Context: an optimization exercise on an open-source flow, tuned for small area. The choices shown serve that exercise and are no tape-out recipe.
Only simulation tests tie the RTL to the original design; equivalence was not proved.
Power is estimated from default activity; no workload was simulated.

## flow/constraint.sdc

```tcl
create_clock -name core_clock -period 10.0 [get_ports {clk_100mhz}]
set_input_delay 2.0000 -clock core_clock [delete_from_list [all_inputs] [get_ports {clk_100mhz}]]
set_output_delay 2.0000 -clock core_clock [all_outputs]
set_load 0.01 [all_outputs]
```

## flow/design.v

```verilog
package comms_pkg;
  localparam logic [7:0] OP_WRITE_ALL = 8'h00;
  localparam logic [7:0] OP_READ      = 8'h04;
  localparam int unsigned CLKS_PER_BIT_DEFAULT = 25;
  typedef enum logic [2:0] {
    StIdle,
    StHdr1,
    StHdr2,
    StWrite,
    StRead
  } ctrl_state_e;
  typedef enum logic [1:0] {
    TxStart,
    TxData,
    TxStop
  } tx_phase_e;
  typedef enum logic [2:0] {
    RxIdle,
    RxStart,
    RxData,
    RxStop,
    RxBreak
  } rx_state_e;
  function automatic int unsigned idx_width(input int unsigned n);
    if (n > 1) idx_width = $clog2(n);
    else       idx_width = 1;
  endfunction
endpackage
module uart_rx
#(
  parameter int unsigned CLKS_PER_BIT = comms_pkg::CLKS_PER_BIT_DEFAULT
) (
  input  logic       clk_i,
  input  logic       rst_ni,
  input  logic       rxd_i,
  output logic [7:0] byte_o,
  output logic       byte_valid_o
);
  localparam int unsigned     CntW     = comms_pkg::idx_width(CLKS_PER_BIT);
  localparam logic [CntW-1:0] BitLast  = CntW'(CLKS_PER_BIT - 1);
  localparam logic [CntW-1:0] HalfLast = CntW'(CLKS_PER_BIT / 2 - 1);
  logic            rx_meta_q;
  logic            rx_sync_q;
  comms_pkg::rx_state_e       state_q;
  logic [CntW-1:0] cnt_q;
  logic [2:0]      bit_q;
  logic [7:0]      shift_q;
  logic [7:0]      byte_q;
  logic            valid_q;
  always_ff @(posedge clk_i or negedge rst_ni) begin
    if (!rst_ni) begin
      rx_meta_q <= 1'b1;
      rx_sync_q <= 1'b1;
    end else begin
      rx_meta_q <= rxd_i;
      rx_sync_q <= rx_meta_q;
    end
  end
  always_ff @(posedge clk_i or negedge rst_ni) begin
    if (!rst_ni) begin
      state_q <= comms_pkg::RxIdle;
      cnt_q   <= '0;
      bit_q   <= '0;
      shift_q <= '0;
      byte_q  <= '0;
      valid_q <= 1'b0;
    end else begin
      valid_q <= 1'b0;
      unique case (state_q)
        comms_pkg::RxIdle: begin
          if (!rx_sync_q) begin
            cnt_q   <= '0;
            state_q <= comms_pkg::RxStart;
          end
        end
        comms_pkg::RxStart: begin
          if (cnt_q == HalfLast) begin
            cnt_q   <= '0;
            bit_q   <= '0;
            state_q <= rx_sync_q ? comms_pkg::RxIdle : comms_pkg::RxData;
          end else begin
            cnt_q <= cnt_q + 1'b1;
          end
        end
        comms_pkg::RxData: begin
          if (cnt_q == BitLast) begin
            cnt_q   <= '0;
            shift_q <= {rx_sync_q, shift_q[7:1]};
            if (bit_q == 3'd7) begin
              state_q <= comms_pkg::RxStop;
            end else begin
              bit_q <= bit_q + 1'b1;
            end
          end else begin
            cnt_q <= cnt_q + 1'b1;
          end
        end
        comms_pkg::RxStop: begin
          if (cnt_q == BitLast) begin
            cnt_q <= '0;
            if (rx_sync_q) begin
              byte_q  <= shift_q;
              valid_q <= 1'b1;
              state_q <= comms_pkg::RxIdle;
            end else begin
              state_q <= comms_pkg::RxBreak;
            end
          end else begin
            cnt_q <= cnt_q + 1'b1;
          end
        end
        comms_pkg::RxBreak: begin
          if (rx_sync_q) begin
            state_q <= comms_pkg::RxIdle;
          end
        end
        default: state_q <= comms_pkg::RxIdle;
      endcase
    end
  end
  assign byte_o       = byte_q;
  assign byte_valid_o = valid_q;
endmodule
module top_level
#(
  parameter int unsigned DATA_ADDRS   = 2,
  parameter int unsigned WORD_BYTES   = 128,
  parameter int unsigned CLKS_PER_BIT = comms_pkg::CLKS_PER_BIT_DEFAULT
) (
  input  logic clk_100mhz,
  input  logic sys_rst,
  input  logic uart_rxd,
  output logic uart_txd
);
  localparam int unsigned      WordBits = WORD_BYTES * 8;
  localparam int unsigned      AddrW    = comms_pkg::idx_width(DATA_ADDRS);
  localparam int unsigned      ByteW    = comms_pkg::idx_width(WORD_BYTES);
  localparam int unsigned      CntW     = comms_pkg::idx_width(CLKS_PER_BIT);
  localparam logic [CntW-1:0]  BitLast  = CntW'(CLKS_PER_BIT - 1);
  localparam logic [ByteW-1:0] ByteLast = ByteW'(WORD_BYTES - 1);
  localparam logic [AddrW-1:0] AddrLast = AddrW'(DATA_ADDRS - 1);
  logic [7:0] rx_byte;
  logic       rx_valid;
  uart_rx #(
    .CLKS_PER_BIT(CLKS_PER_BIT)
  ) u_uart_rx (
    .clk_i       (clk_100mhz),
    .rst_ni      (sys_rst),
    .rxd_i       (uart_rxd),
    .byte_o      (rx_byte),
    .byte_valid_o(rx_valid)
  );
  logic [WordBits-1:0] mem_q [DATA_ADDRS];
  comms_pkg::ctrl_state_e      state_q;
  logic [7:0]       opcode_q;
  logic [AddrW-1:0] wr_word_q;
  logic [ByteW-1:0] wr_byte_q;
  logic [AddrW-1:0] rd_word_q;
  logic [ByteW-1:0] tx_byte_q;
  comms_pkg::tx_phase_e        tx_phase_q;
  logic [CntW-1:0]  tx_cnt_q;
  logic [2:0]       tx_bit_q;
  logic [7:0]       tx_shift_q;
  logic             txd_q;
  logic             mem_we;
  logic [ByteW-1:0] tx_byte_nxt;
  logic [7:0]       tx_next_data;
  always_comb begin
    mem_we       = (state_q == comms_pkg::StWrite) && rx_valid;
    tx_byte_nxt  = tx_byte_q + 1'b1;
    tx_next_data = mem_q[rd_word_q][{tx_byte_nxt, 3'b000} +: 8];
  end
  always_ff @(posedge clk_100mhz or negedge sys_rst) begin
    if (!sys_rst) begin
      for (int i = 0; i < DATA_ADDRS; i++) begin
        mem_q[i] <= '0;
      end
    end else if (mem_we) begin
      mem_q[wr_word_q][{wr_byte_q, 3'b000} +: 8] <= rx_byte;
    end
  end
  always_ff @(posedge clk_100mhz or negedge sys_rst) begin
    if (!sys_rst) begin
      state_q    <= comms_pkg::StIdle;
      opcode_q   <= '0;
      wr_word_q  <= '0;
      wr_byte_q  <= '0;
      rd_word_q  <= '0;
      tx_byte_q  <= '0;
      tx_phase_q <= comms_pkg::TxStart;
      tx_cnt_q   <= '0;
      tx_bit_q   <= '0;
      tx_shift_q <= '0;
      txd_q      <= 1'b1;
    end else begin
      unique case (state_q)
        comms_pkg::StIdle: begin
          if (rx_valid) begin
            opcode_q <= rx_byte;
            state_q  <= comms_pkg::StHdr1;
          end
        end
        comms_pkg::StHdr1: begin
          if (rx_valid) begin
            rd_word_q <= AddrW'(32'(rx_byte) % DATA_ADDRS);
            state_q   <= comms_pkg::StHdr2;
          end
        end
        comms_pkg::StHdr2: begin
          if (rx_valid) begin
            if (opcode_q == comms_pkg::OP_WRITE_ALL) begin
              wr_word_q <= '0;
              wr_byte_q <= '0;
              state_q   <= comms_pkg::StWrite;
            end else if (opcode_q == comms_pkg::OP_READ) begin
              tx_byte_q  <= '0;
              tx_phase_q <= comms_pkg::TxStart;
              tx_cnt_q   <= '0;
              tx_shift_q <= mem_q[rd_word_q][7:0];
              txd_q      <= 1'b0;
              state_q    <= comms_pkg::StRead;
            end else begin
              state_q <= comms_pkg::StIdle;
            end
          end
        end
        comms_pkg::StWrite: begin
          if (rx_valid) begin
            if (wr_byte_q == ByteLast) begin
              wr_byte_q <= '0;
              if (wr_word_q == AddrLast) begin
                state_q <= comms_pkg::StIdle;
              end else begin
                wr_word_q <= wr_word_q + 1'b1;
              end
            end else begin
              wr_byte_q <= wr_byte_q + 1'b1;
            end
          end
        end
        comms_pkg::StRead: begin
          if (tx_cnt_q != BitLast) begin
            tx_cnt_q <= tx_cnt_q + 1'b1;
          end else begin
            tx_cnt_q <= '0;
            unique case (tx_phase_q)
              comms_pkg::TxStart: begin
                tx_phase_q <= comms_pkg::TxData;
                tx_bit_q   <= '0;
                txd_q      <= tx_shift_q[0];
              end
              comms_pkg::TxData: begin
                if (tx_bit_q == 3'd7) begin
                  tx_phase_q <= comms_pkg::TxStop;
                  txd_q      <= 1'b1;
                end else begin
                  tx_bit_q   <= tx_bit_q + 1'b1;
                  tx_shift_q <= {1'b0, tx_shift_q[7:1]};
                  txd_q      <= tx_shift_q[1];
                end
              end
              comms_pkg::TxStop: begin
                if (tx_byte_q == ByteLast) begin
                  state_q <= comms_pkg::StIdle;
                end else begin
                  tx_byte_q  <= tx_byte_nxt;
                  tx_shift_q <= tx_next_data;
                  tx_phase_q <= comms_pkg::TxStart;
                  txd_q      <= 1'b0;
                end
              end
              default: tx_phase_q <= comms_pkg::TxStart;
            endcase
          end
        end
        default: state_q <= comms_pkg::StIdle;
      endcase
    end
  end
  assign uart_txd = txd_q;
endmodule
```

## flow/config.mk

```make
export PLATFORM = sky130hd
export DESIGN_NAME = top_level
export DESIGN_NICKNAME = top_level
export VERILOG_FILES = /design/flow/design.v
export SDC_FILE = /design/flow/constraint.sdc
export NUM_CORES = 4
export LEC_CHECK = 0
export CAP_MARGIN = 20
export CORE_MARGIN = 2
export CORE_UTILIZATION = 40
export SLEW_MARGIN = 20
```

## flow/run.sh

```bash
#!/bin/bash
# synth_recipe.tcl (not shown) runs the flow's synth.tcl, then flattens the netlist and writes it again
# the make line also repeats each setting of config.mk as NAME=value (left out here)
make -C /OpenROAD-flow-scripts/flow DESIGN_CONFIG=/design/flow/config.mk WORK_HOME=/design/flow/orfs CLKGATE_MAP_FILE= SYNTH_SCRIPT=/design/flow/synth_recipe.tcl finish
```

==> run notes <==
kinds of logic (layout without fill, tap and decap cells):
family,Yosys count,in the layout
muxes,2712,2712
DFF,2124,2124
and+or+nand+nor,832,832
buffers and inverters,489,532
AOI/OAI and AO/OA,372,372
adders and majority gates,16,16
xor gates and xnor gates,14,14
other,0,3
metrics by stage:
step / area, um2 / worst slack (ns) / power [mW] / hold slack [ns]
after floorplan: 98400 / 6.90 / 8.77 / 0.345
after global placement: 101000 / 4.41 / 8.96 / 0.350
after detailed placement: 101000 / 4.70 / 8.97 / 0.351
after CTS: 109000 / 4.69 / 17.3 / 0.360
after global routing: 109000 / 4.53 / 17.7 / 0.366
final: 109000 / 4.54 / 17.2 / 0.358
layout make-up:
class	count	area, um2
Clock inverter	75	996
Multi-Input combinational cell	3946	42900
Sequential cell	2124	53200
Timing Repair Buffer	115	1120
Antenna cell	3	7.51
Fill cell	21600	137000
Clock buffer	321	6320
Tap cell	3220	4030
Inverter	21	80.1
per-layer routing:
layer | part of all wire | track usage | vias to the layer above
met2 | 0.45 | 0.341 | 1508
met4 | 0.041 | 0.0873 | 4
met3 | 0.057 | 0.0398 | 446
met5 | 0.00010 | 0 | -
li1 | - | - | 24100
met1 | 0.45 | 0.318 | 31700
where the power goes:
group | internal (mW) | switching [mW] | total (mW)
logic | 0.0168 | 0.176 | 0.193
registers | 8.60 | 0.00597 | 8.61
clock network | 4.84 | 3.52 | 8.36
total | 13.5 | 3.70 | 17.2
worst paths after layout:
kind | cells past startpoint | slack [ns] | start | to
worst min register to register | 0 | 0.36 | u_uart_rx.rx_meta_q | u_uart_rx.rx_sync_q
max in group asynchronous | 3 | 6.46 | sys_rst | mem_q[1][436]
worst min-delay path | 0 | 0.36 | u_uart_rx.rx_meta_q | u_uart_rx.rx_sync_q
worst max-delay path | 9 | 4.54 | tx_byte_q[0] | tx_shift_q[6]
min in group asynchronous | 1 | 0.98 | sys_rst | u_uart_rx.cnt_q[0]
worst max register to register | 9 | 4.54 | tx_byte_q[0] | tx_shift_q[6]
critical path, cell delays in order, from the launching register on:
cell                        delay [ns]
sky130_fd_sc_hd__dfrtp_4          0.82
sky130_fd_sc_hd__buf_4            0.72
sky130_fd_sc_hd__buf_12           0.48
sky130_fd_sc_hd__buf_4            0.62
sky130_fd_sc_hd__mux4_2           0.31
sky130_fd_sc_hd__nand2_1          0.08
sky130_fd_sc_hd__a32o_1           0.32
sky130_fd_sc_hd__a31oi_1          0.85
sky130_fd_sc_hd__a2111oi_0        0.32
sky130_fd_sc_hd__o41ai_2          0.35
cell usage after synthesis, types with 32 or more instances:
cell / n
sky130_fd_sc_hd__nor2_1: 67
sky130_fd_sc_hd__nand2_1: 377
sky130_fd_sc_hd__nor2b_1: 34
sky130_fd_sc_hd__clkbuf_1: 264
sky130_fd_sc_hd__a21oi_1: 60
sky130_fd_sc_hd__mux4_2: 468
sky130_fd_sc_hd__buf_2: 85
sky130_fd_sc_hd__mux2i_1: 157
sky130_fd_sc_hd__a211oi_1: 32
sky130_fd_sc_hd__nor3_1: 35
sky130_fd_sc_hd__buf_6: 33
sky130_fd_sc_hd__dfrtp_1: 2121
sky130_fd_sc_hd__a31oi_1: 39
sky130_fd_sc_hd__nor2_2: 112
sky130_fd_sc_hd__mux2_2: 2054
sky130_fd_sc_hd__nand3_1: 74
sky130_fd_sc_hd__buf_4: 63
sky130_fd_sc_hd__o21ai_0: 52
sequential cells by signal, indices dropped and copies added, names as in the netlist, 2 cells and up:
name               count
tx_byte_q              7
tx_shift_q             8
u_uart_rx.cnt_q        5
wr_byte_q              7
tx_cnt_q               5
u_uart_rx.shift_q      8
u_uart_rx.byte_q       8
tx_bit_q               3
tx_phase_q             2
opcode_q               8
mem_q               2048
state_q                3
u_uart_rx.bit_q        3
u_uart_rx.state_q      3
==> summary.md <==
| Metric | Value |
|---|---|
| Most common cell after layout, fill and taps aside | sky130_fd_sc_hd__dfrtp_1 |
| Main area contributors after synthesis | sky130_fd_sc_hd__dfrtp_1, sky130_fd_sc_hd__mux2_2, sky130_fd_sc_hd__mux4_2, sky130_fd_sc_hd__mux2i_1, sky130_fd_sc_hd__nand2_1 |
| Maximum fanout count along the critical path | slightly below 100 |
| Number of detailed-route iterations in the first pass | 5 |
| Number of design-rule violations left by the first detailed-router iteration | 4778 |
| Placed cells | approximately 9400 |
| Sinks on Clock Net | 2124 |
| Syn nets | 6578 |
| Share of cells above drive strength 1 | 0.480 |
| Pins over their slew limit | 0 |
| WL final | 279000 um |
| Post-detailed-route via-to-cell ratio | 5.88 |
| Top Ports | 4 |
| Leak pwr | 50.0 nW |
| Deepest level of the CTS H-tree | 4 |
| Max Root-Sink Buffers | 3 |
| DRC violation count after routing | 0 |
| Worst setup path class | flip-flop to flip-flop |
| Fraction of post-synthesis cell area in the top cell type by area | 0.539 |
| Final period demand of the worst path | 5.46 ns |
| Register clock-pin slew on the reported worst setup and hold paths | 0.07 ns |
| Period Utilization, post-route | 0.546 |
| Result of the run | no timing/DRC/antenna violations |
| Number of standard cells in the final layout excluding fillers | ~10000 |
| Core Footprint | 245000 um2 |
| Final setup viols | 0 |
| Async set-or-reset flop fraction in the synthesized netlist | 1.00 |
| Post-synthesis adder-cell area fraction | 0.00203 |
| Highest ir drop seen on vdd | about 0.18 mV |
| Mapped Cells | roughly 6600 |
| Starting Density | 0.401 |
| Width of the die | 500 um |
| Cell area after synthesis | 98400 um2 |
| CTS-repair resized insts | 0 |
| Largest area contributor in the synthesized netlist | sky130_fd_sc_hd__dfrtp_1 |
| Clock tree from TritonCTS | done |
| Post-synthesis compound-gate area fraction | 0.0261 |
| Remaining global-route overflow | 0 |
| Estimated wirelength of the detail-placed design | 177000 um |
| Synth Flop Type | sky130_fd_sc_hd__dfrtp_1 |
| Worst endpoint required time | 10.76 ns |
| Number of clock buffers inserted by TritonCTS | 218 |
| Setup repair after global routing missed its margin | false |
| Global router's overall resource usage | 0.224 |
| Cell chosen for the clock root | sky130_fd_sc_hd__clkbuf_16 |
| Overall via count from detail_route | 57800 |
| Arrival time at the worst endpoint | 6.22 ns |
| Power density normalized to cell area | 158 nW/um2 |
| Largest net degree at the start of global routing | 190 |
| Number of enable-type register cells in the synthesized netlist | 0 |
| Total negative setup slack | 0 ns |
| Final design utilization | 0.443 |
| Wirelength per Cell | 28.4 um |
| Site row count | 182 |
| Xor and xnor area share after synthesis | 0.00148 |
| Count of yosys warnings during synthesis | 3 |
| Critical path capture point type | flip-flop |
| Average instance area after synthesis | roughly 15 um2 |
| Area delta synth->final | 10.4% |
| Measured slew at the worst slew-check pin | 1.23 ns |
| Final net count | 6445 |
| Latest clock arrival within the worst-skew pair | 0.88 ns |
| Max_cap viols | 0 |
| Antenna violations before repair | 8 |
| Number of storage elements in the synthesis netlist | 2124 |
| Final weighted congestion in routability-driven placement | 0.920 |
| Via count of the first global-routing pass | approximately 60000 |
| Post-synthesis mux area share | 0.363 |
| Hold-fix buffers at CTS | 0 |
| Die Y | 500 um |
| Min-delay worst type | flip-flop to flip-flop |
| Final Hold Fails | 0 |
| Highest Clock Rate | roughly 0.18 GHz |
| Main combinational cell family by area after synthesis | multiplexers |
| Crit path launch type | flip-flop |
| Post-CTS setup buffers | 0 |
| Total of buffers placed on input and output ports | 3 |
| Highest-count cells in the layout ignoring fill and taps | sky130_fd_sc_hd__dfrtp_1, sky130_fd_sc_hd__mux2_2, sky130_fd_sc_hd__mux4_2 |
| Post-synthesis simple-gate area fraction | 0.0416 |
| Final clock skew | about 0.044 ns |
| Number of distinct library cells after synthesis | 82 |
| Die area | 250000 um2 |
| Post-synthesis sequential area ratio | 0.540 |
| Number of routed nets with antenna violations | 0 |
| First-pass GRT wire length | 418000 um |
| Worst slew margin relative to its limit | 0.177 |

[what the ideal ports hide]
No port has a modelled driver above. Below, the same layout with a new extraction and two added sets of constraints. Step 1 assumes that a clkbuf_16 drives the clock port and a buf_2 every other input. Step 2 also shifts input and output timing later by t, the mid clock arrival at the registers, as if the neighbouring blocks saw the same clock. a / b / c = ideal / step 1 / step 2; a / b = the first two.
t, ns: 0.943
slack for setup (ns): 4.537 / 4.537 / 4.537
worst setup path at the end: register to register
cell pins on the clock port's net: 1
After both steps this run still meets setup and hold. The setup slack of this run moves by 0.000 ns with the drivers and by 0.000 ns with both steps.
